From an optimization exercise on the open Yosys and OpenROAD flow, aimed at a short achievable clock period and few clock cycles per item; shortcuts taken in it are not production practice. In this exercise RTL edits were held to simulation tests only and were not proved equivalent to the original. Power figures rest on the tool's default switching activity, not on a simulated workload.

### design/flow/config.mk
export PLATFORM = sky130hd
export DESIGN_NAME = cache_wb_buffer
export DESIGN_NICKNAME = cache_wb_buffer
export VERILOG_FILES = /design/flow/design.v
export SDC_FILE = /design/flow/constraint.sdc
export NUM_CORES = 4
export LEC_CHECK = 0
export ABC_CLOCK_PERIOD_IN_PS = 1800
export CAP_MARGIN = 20
export CORE_MARGIN = 2
export CORE_UTILIZATION = 40
export SETUP_SLACK_MARGIN = 2.2
export SLEW_MARGIN = 20
### design/flow/constraint.sdc
create_clock -name core_clock -period 4.0 [get_ports {clk}]
set_input_delay 0.8000 -clock core_clock [delete_from_list [all_inputs] [get_ports {clk}]]
set_output_delay 0.8000 -clock core_clock [all_outputs]
set_load 0.01 [all_outputs]
### design/flow/design.v
package cache_pkg;
    localparam int unsigned BLOCK_WIDTH = 128;
    localparam int unsigned BADDR_WIDTH = 28;
    typedef enum logic [1:0] {
        IDLE   = 2'd0,
        RD_MEM = 2'd1,
        WR_MEM = 2'd2,
        RESP   = 2'd3
    } wb_state_e;
    typedef struct packed {
        logic [BADDR_WIDTH-1:0] addr;
        logic [BLOCK_WIDTH-1:0] data;
    } wb_entry_t;
endpackage
module cache_wb_buffer
#(
    parameter int unsigned NE       = 12,
    parameter int unsigned DRAIN_TH = 3
) (
    input  logic                   clk,
    input  logic                   rst,
    input  logic                   c_read,
    input  logic                   c_write,
    input  logic [cache_pkg::BADDR_WIDTH-1:0] c_addr,
    input  logic [cache_pkg::BLOCK_WIDTH-1:0] c_wdata,
    output logic [cache_pkg::BLOCK_WIDTH-1:0] c_rdata,
    output logic                   c_ready,
    output logic                   mem_read,
    output logic                   mem_write,
    output logic [cache_pkg::BADDR_WIDTH-1:0] mem_addr,
    output logic [cache_pkg::BLOCK_WIDTH-1:0] mem_wdata,
    input  logic [cache_pkg::BLOCK_WIDTH-1:0] mem_rdata,
    input  logic                   mem_ready,
    output logic                   wb_empty
);
    localparam int unsigned AW  = cache_pkg::BADDR_WIDTH;
    localparam int unsigned DW  = cache_pkg::BLOCK_WIDTH;
    localparam int unsigned CAP = 4;
    logic [NE-1:0]         ev_q, ed_q, eh_q;      
    logic [NE-1:0][AW-1:0] ea_q;
    logic [NE-1:0][DW-1:0] edat_q;
    logic [AW-1:0] a_q;           
    logic          rd_q, wr_q;
    logic [NE-1:0] hv_q;          
    logic [NE-1:0] vic_q;         
    logic [NE-1:0] pick_q;        
    logic          c_ready_q;
    logic [DW-1:0] c_rdata_q;
    logic          wait_q;        
    logic          iss_q;         
    logic          erd_q;         
    logic          mem_read_q, mem_write_q;
    logic [AW-1:0] mem_addr_q;
    logic [DW-1:0] mem_wdata_q;
    logic [NE-1:0] didx_q;        
    logic          stale_q;       
    logic          wb_empty_q;
    logic [NE-1:0] hv_d;
    always_comb begin
        for (int i = 0; i < NE; i++)
            hv_d[i] = ev_q[i] && (ea_q[i] == c_addr);
    end
    wire pmiss = ~|hv_d;
    wire hit_q = |hv_q;
    logic [DW-1:0] hit_data;
    always_comb begin
        hit_data = '0;
        for (int i = 0; i < NE; i++)
            hit_data = hit_data | (edat_q[i] & {DW{hv_q[i]}});
    end
    wire same = (c_read == rd_q) && (c_write == wr_q) && (c_addr == a_q);
    wire act  = !c_ready_q && !wait_q && same && (rd_q || wr_q) && !rst;
    logic [2:0] dcnt;
    always_comb begin
        dcnt = '0;
        for (int i = 0; i < NE; i++) dcnt = dcnt + 3'(ed_q[i]);
    end
    wire drain_done = mem_write_q && mem_ready;
    wire need_slot  = !(hit_q && |(hv_q & ed_q));
    wire slot_ok    = (dcnt < 3'(CAP)) || (drain_done && !stale_q);
    wire wr_acc     = act && wr_q && (!need_slot || slot_ok);
    wire [NE-1:0] wtgt = hit_q ? hv_q : vic_q;
    wire rd_hit     = act && rd_q && hit_q;
    wire rd_miss    = act && rd_q && !hit_q;
    wire rd_now     = rd_miss && erd_q && mem_ready;            
    wire rd_done    = wait_q && iss_q && mem_ready;             
    wire port_free = !(mem_read_q || mem_write_q) || mem_ready;
    wire rd_issue  = port_free && c_read && !rst &&
                     ((!wait_q && !erd_q && pmiss) ||
                      (wait_q && !iss_q) ||
                      (rd_miss && !erd_q));
    logic [NE-1:0] cand;
    assign cand = ed_q & ~(mem_write_q ? didx_q : '0);
    wire pick_ok  = |(pick_q & cand);
    wire drain_go = port_free && pick_ok && !c_read && !rst &&
                    (c_ready_q || !c_write || (dcnt >= 3'(DRAIN_TH)));
    logic [AW-1:0] dr_addr;
    logic [DW-1:0] dr_data;
    always_comb begin
        dr_addr = '0;
        dr_data = '0;
        for (int i = 0; i < NE; i++) begin
            dr_addr = dr_addr | (ea_q[i]   & {AW{pick_q[i]}});
            dr_data = dr_data | (edat_q[i] & {DW{pick_q[i]}});
        end
    end
    logic [NE-1:0] pick_d, vic_d;
    always_comb begin
        logic found;
        pick_d = '0;
        found  = 1'b0;
        for (int i = 0; i < NE; i++)
            if (!found && cand[i] && !eh_q[i]) begin pick_d[i] = 1'b1; found = 1'b1; end
        for (int i = 0; i < NE; i++)
            if (!found && cand[i]) begin pick_d[i] = 1'b1; found = 1'b1; end
        vic_d = '0;
        found = 1'b0;
        for (int i = 0; i < NE; i++)
            if (!found && !ev_q[i]) begin vic_d[i] = 1'b1; found = 1'b1; end
        for (int i = 0; i < NE; i++)
            if (!found && !ed_q[i] && !eh_q[i]) begin vic_d[i] = 1'b1; found = 1'b1; end
        for (int i = 0; i < NE; i++)
            if (!found && !ed_q[i]) begin vic_d[i] = 1'b1; found = 1'b1; end
    end
    logic [NE-1:0] ed_n;
    always_comb begin
        ed_n = ed_q;
        if (drain_done && !stale_q) ed_n = ed_n & ~didx_q;
        if (wr_acc) ed_n = ed_n | wtgt;
    end
    wire mem_write_n = drain_go || (mem_write_q && !mem_ready);
    always_ff @(posedge clk) begin
        a_q    <= c_addr;
        rd_q   <= c_read && !rst;
        wr_q   <= c_write && !rst;
        hv_q   <= hv_d;
        vic_q  <= vic_d;
        pick_q <= pick_d;
        if (port_free) begin
            mem_addr_q  <= c_read ? c_addr : dr_addr;
            mem_wdata_q <= dr_data;
        end
        if (rd_done || rd_now || (wait_q && mem_read_q) || rd_miss)
            c_rdata_q <= mem_rdata;
        else if (!c_ready_q && rd_q && hit_q)
            c_rdata_q <= hit_data;
        if (drain_go) didx_q <= pick_q;
        for (int i = 0; i < NE; i++) begin
            if (wr_acc && wtgt[i]) begin
                ea_q[i]   <= c_addr;
                edat_q[i] <= c_wdata;
            end
        end
        if (rst) begin
            ev_q        <= '0;
            ed_q        <= '0;
            eh_q        <= '0;
            c_ready_q   <= 1'b0;
            wait_q      <= 1'b0;
            iss_q       <= 1'b0;
            erd_q       <= 1'b0;
            mem_read_q  <= 1'b0;
            mem_write_q <= 1'b0;
            stale_q     <= 1'b0;
            wb_empty_q  <= 1'b1;
        end else begin
            ev_q        <= ev_q | (wr_acc ? wtgt : '0);
            ed_q        <= ed_n;
            eh_q        <= (eh_q | (act ? hv_q : '0)) & ~((wr_acc && !hit_q) ? vic_q : '0);
            c_ready_q   <= rd_hit || rd_now || wr_acc || rd_done;
            wait_q      <= (rd_miss && !rd_now) || (wait_q && !rd_done);
            iss_q       <= ((rd_miss && !rd_now) || (wait_q && !rd_done)) &&
                           ((rd_miss && erd_q) || (wait_q && iss_q) || rd_issue);
            erd_q       <= rd_issue;
            mem_read_q  <= rd_issue || (mem_read_q && !mem_ready);
            mem_write_q <= mem_write_n;
            stale_q     <= drain_go ? (wr_acc && |(wtgt & pick_q))
                                    : (stale_q || (wr_acc && |(wtgt & didx_q)));
            wb_empty_q  <= !(|ed_n) && !mem_write_n;
        end
    end
    assign c_ready   = c_ready_q;
    assign c_rdata   = c_rdata_q;
    assign mem_read  = mem_read_q;
    assign mem_write = mem_write_q;
    assign mem_addr  = mem_addr_q;
    assign mem_wdata = mem_wdata_q;
    assign wb_empty  = wb_empty_q;
endmodule
### design/flow/run.sh
#!/bin/bash
# synth_recipe.tcl (not shown) runs the flow's synth.tcl, then flattens the netlist and writes it again
# the make line also repeats each setting of config.mk as NAME=value (left out here)
make -C /OpenROAD-flow-scripts/flow DESIGN_CONFIG=/design/flow/config.mk WORK_HOME=/design/flow/orfs CLKGATE_MAP_FILE= SYNTH_SCRIPT=/design/flow/synth_recipe.tcl finish
==> results.yml <==
synth:
  synth_top_cell_area_share_pct: 69.3
  yosysTopAreaCell: "edfxtp_1"
  synth_area_sq_um: 93900
  netlist_instances: 6224
  synthDistinctLibCells: 69
  synthFlopType: "edfxtp_1"
  syn_nets: 6522
  syn_area_per_cell_sq_um: 15.1
  synth_seq_cells: 2278
  synth.yosys.seq_area_share_pct: 71.7
  yosysWarnings: 1
  async_reset_ff_share_pct: 0
  synth_edf_count: 2168
  synth_area_leaders: "edfxtp_1 (69%), a22oi_1 (6.3%), a221oi_1 (4.4%)"
setup_path:
  endpoint_kind: "flop"
  slowest_delay_ns: 0.56
  cp_slowest_cell: "fa_1"
  required_ns: 4.59
  reg2reg_from: "ed_q[0]"
  cp-start-kind: "flop"
  rr_worst_depth: 15
  arrival_ns: 5.52
  ff2ff_setup_slack_ns: -0.94
  crit_path_frequent_cell: "fa_1"
  crit_fanout: 20
  crit_chain: "fa_1, inv_2, fa_1, fa_1, fa_1, inv_1, ha_2, fa_2, xor2_2, xnor2_2, o21ai_4, or3_4, clkinvlp_4, buf_12, buf_12"
  setup.worst_path.class: "reg2reg"
  reg2reg_to: "edat_q[535]"
sta:
  fin_crit_ns: 4.94
  fin_skew_ns: 0.0427
  period_share_pct: 123
  slew_headroom_pct: 16.9
  setup_viol: 1924
  hold_viol_final: 0
  rsz0062_at_grt: "true"
  slew_viol_final: 0
  fin_ws_ns: -0.938
  tightestPinTransition_ns: 1.25
  setup_tns_ns: -1613.67
  hold_slack_ns: 0.540
  max_freq_mhz: 203
power_and_ir_drop:
  p_sw_share_pct: 20.8
  combPwrFrac_pct: 2.7
  p_int_mw: 40.3
  cellLeakagePower_nw: 38.4
  pwr-share-clk_pct: 45.8
  seqPwrFrac_pct: 51.5
  power_mw: 50.8
  power.density_nw_per_um2: 434
  ir_drop_mv: 0.416
  switchingPower_mw: 10.6
floorplan:
  core_sq_um: 233000
  ioPinCount: 577
  die_width_um: 488
  die_y_um: 488
  initial_utilization_pct: 40.3
  fp-row-count: 177
  die_area_sq_um: 239000
clocking:
  clock_latency_ns: 0.92
  cts_tree: "built"
  cts_buffers: 233
  cts_root_buf: "clkbuf_16"
  hold_buffers: 0
  cts_num_sinks: 2278
  path_clk_slew_ns: 0.06
  h-tree-depth: 4
  clockBufferDepth: 3
detailed_routing:
  drtPass1Iterations: 12
  num_vias: 69500
  avgRoutedWirePerCell_um: 36.7
  drt_iter0_drc: 11800
  routed_wl_mm: 382
  route.detailed.drc: 0
  ant_nets: 0
  vias_per_cell: 6.68
flow_run:
  maxCapViolCount: 0
grt:
  overflow: 0
  grt_pass1_wl_mm: 522
  antenna_found_initial: 26
  grt_pass1_vias: 67700
  track_usage_pct: 30.7
  grt_max_degree: 109
finish:
  utilization_pct: 50.3
  final_common_cell: "edfxtp_1"
  nNetsFinal: 7355
  stdcell_count: 10400
  stdcell_area_sq_um: 117000
  area_delta_synth_final_pct: 24.7
  layout-drive-gt1-share_pct: 13.7
  mostFrequentLayoutCells: "edfxtp_1 (2,168), a22oi_1 (784), clkdlybuf4s50_1 (575)"
min_path:
  whs_endpoint: "vic_q[0]"
  holdPathStages: 1
  min-delay-start: "ev_q[0]"
  worstHoldPathType: "reg2reg"
run_status:
  failed_checks: "negative setup slack"
  status: "finished with violations"
placed_design:
  hpwl_mm: 225
  placed_area_sq_um: 106000
  numPortBuffers: 576
  post-place-ws_ns: -1.19
  dp_cells: 9840
  place.gp.congestion: 0.938
flip-flops by register name (all words and copies together) (netlist names), 12 cells and up:
signal and flops:
edat_q 1536, ea_q 336, c_rdata_q 128, mem_wdata_q 128, a_q 28, mem_addr_q 28, didx_q 12, ed_q 12
eh_q 12, ev_q 12, hv_q 12, pick_q 12, vic_q 12
cell type report:
cell class                 count  area, sq um
antenna                       15         37.5
clock buffer                 285         6250
clock inverter               153         1890
fill                       19600       116000
inverter                      53          246
multi-input combinational   3392        24400
sequential                  2278        67400
tap                         3132         3920
timing repair buffer        1099        13000
power by group through the flow:
stage	registers [mW]	clock network (mW)	logic, mW
after CTS	26.2	23.5	1.34
after floorplan	26.7	0	0.303
after detailed placement	26.7	0	1.34
after global placement	26.7	0	1.34
after global routing	26.2	24.4	1.41
final	26.2	23.3	1.35
cell families (layout without fill, tap and decap cells):
| group | count (synthesis) | in the layout | synth area share, % |
|---|---|---|---|
| flip-flops | 2278 | 2278 | 71.7 |
| AO/OA/AOI/OAI | 2004 | 2004 | 16.8 |
| adder cells (fa/ha/maj) | 9 | 9 | 0.176 |
| multiplexers | 28 | 28 | 0.336 |
| XOR/XNOR | 366 | 366 | 3.41 |
| AND/OR/NAND/NOR | 985 | 985 | 5.09 |
| buffers and inverters | 554 | 1590 | 2.51 |
| other | 0 | 15 | 0 |
cell usage after synthesis, drive strengths merged (2+ instances only):
master	number
nor3	18
nor2b	5
ha	2
o211ai	2
a22oi	785
xor2	177
and4	3
a22o	472
a31oi	3
a221oi	474
nand4	195
xnor2	189
nor4	65
buf	111
fa	7
o31ai	3
a21oi	192
and2	4
edfxtp	2168
a222oi	3
clkbuf	390
nand2b	6
o21ai	12
inv	53
or4	3
o22ai	6
o221ai	2
or3	9
a21boi	10
nand3	178
nand4b	2
or2b	2
a21o	8
a32oi	6
a21bo	2
dfxtp	110
a211oi	13
mux2	28
nor2	288
nand2	203
a311oi	2
layer usage:
metal,global-route usage [%],routed length (um)
met4,15.3,21300
met3,8.99,51700
met5,0,76
met2,45.0,165000
met1,41.6,144000
what timing repair did:
action / CTS / global route
setup buffers: 33 / 25
endpoints found under the setup margin: 2816 / 2816
cloned: 23 / 32
gates resized for setup: 67 / 39
pin swaps: 5 / 4
critical path: cells and delay by family, from the launching register on:
family                     cells  cell delay [ns]
adders and majority gates      6             2.55
AOI/OAI and AO/OA              1             0.14
buffers and inverters          5             0.69
and+or+nand+nor                1             0.43
xor gates and xnor gates       2             0.42
DFF                            1             0.33
worst max path at each step:
stage / from / cells past startpoint / slack (ns) / endpoint
after detailed placement: ed_q[0] / 17 / -1.19 / edat_q[837]
after global routing: ed_q[0] / 20 / -1.09 / edat_q[893]
after global placement: ed_q[0] / 17 / -1.19 / edat_q[834]
after floorplan: ed_q[9] / 16 / -2.47 / ea_q[280]
after CTS: ed_q[0] / 17 / -1.02 / edat_q[148]
final: ed_q[0] / 15 / -0.94 / edat_q[535]
Testbench counts, summed over its fixed seeds: cycles 22,529, requests 8,000.

## afterwards: timing with drivers on the ports
In the flow no input, the clock included, has a driving cell. The finished layout below was timed again as built, in two steps.
Step 1 sets driving cells, clkbuf_16 on the clock port and buf_2 on the other inputs (assumed; they add their load-dependent delay and slew).
Step 2 adds t to the input delays and takes it off the output delays; t is the mean of the earliest and latest rising clock arrival at the registers after step 1. Input paths then give back, and output paths get back, about the clock's delay inside the block.
a / b / c = ideal ports / drivers / drivers and shift; a / b = the first two.
t (ns): 0.987
setup slack, ns: -0.938 / -0.938 / -0.938
worst setup path at the end: register to register
worst register clock-pin slew, ns: 0.08 / 0.08
For this run, drivers alone change the setup slack by 0.000 ns; drivers and shift together by 0.000 ns.
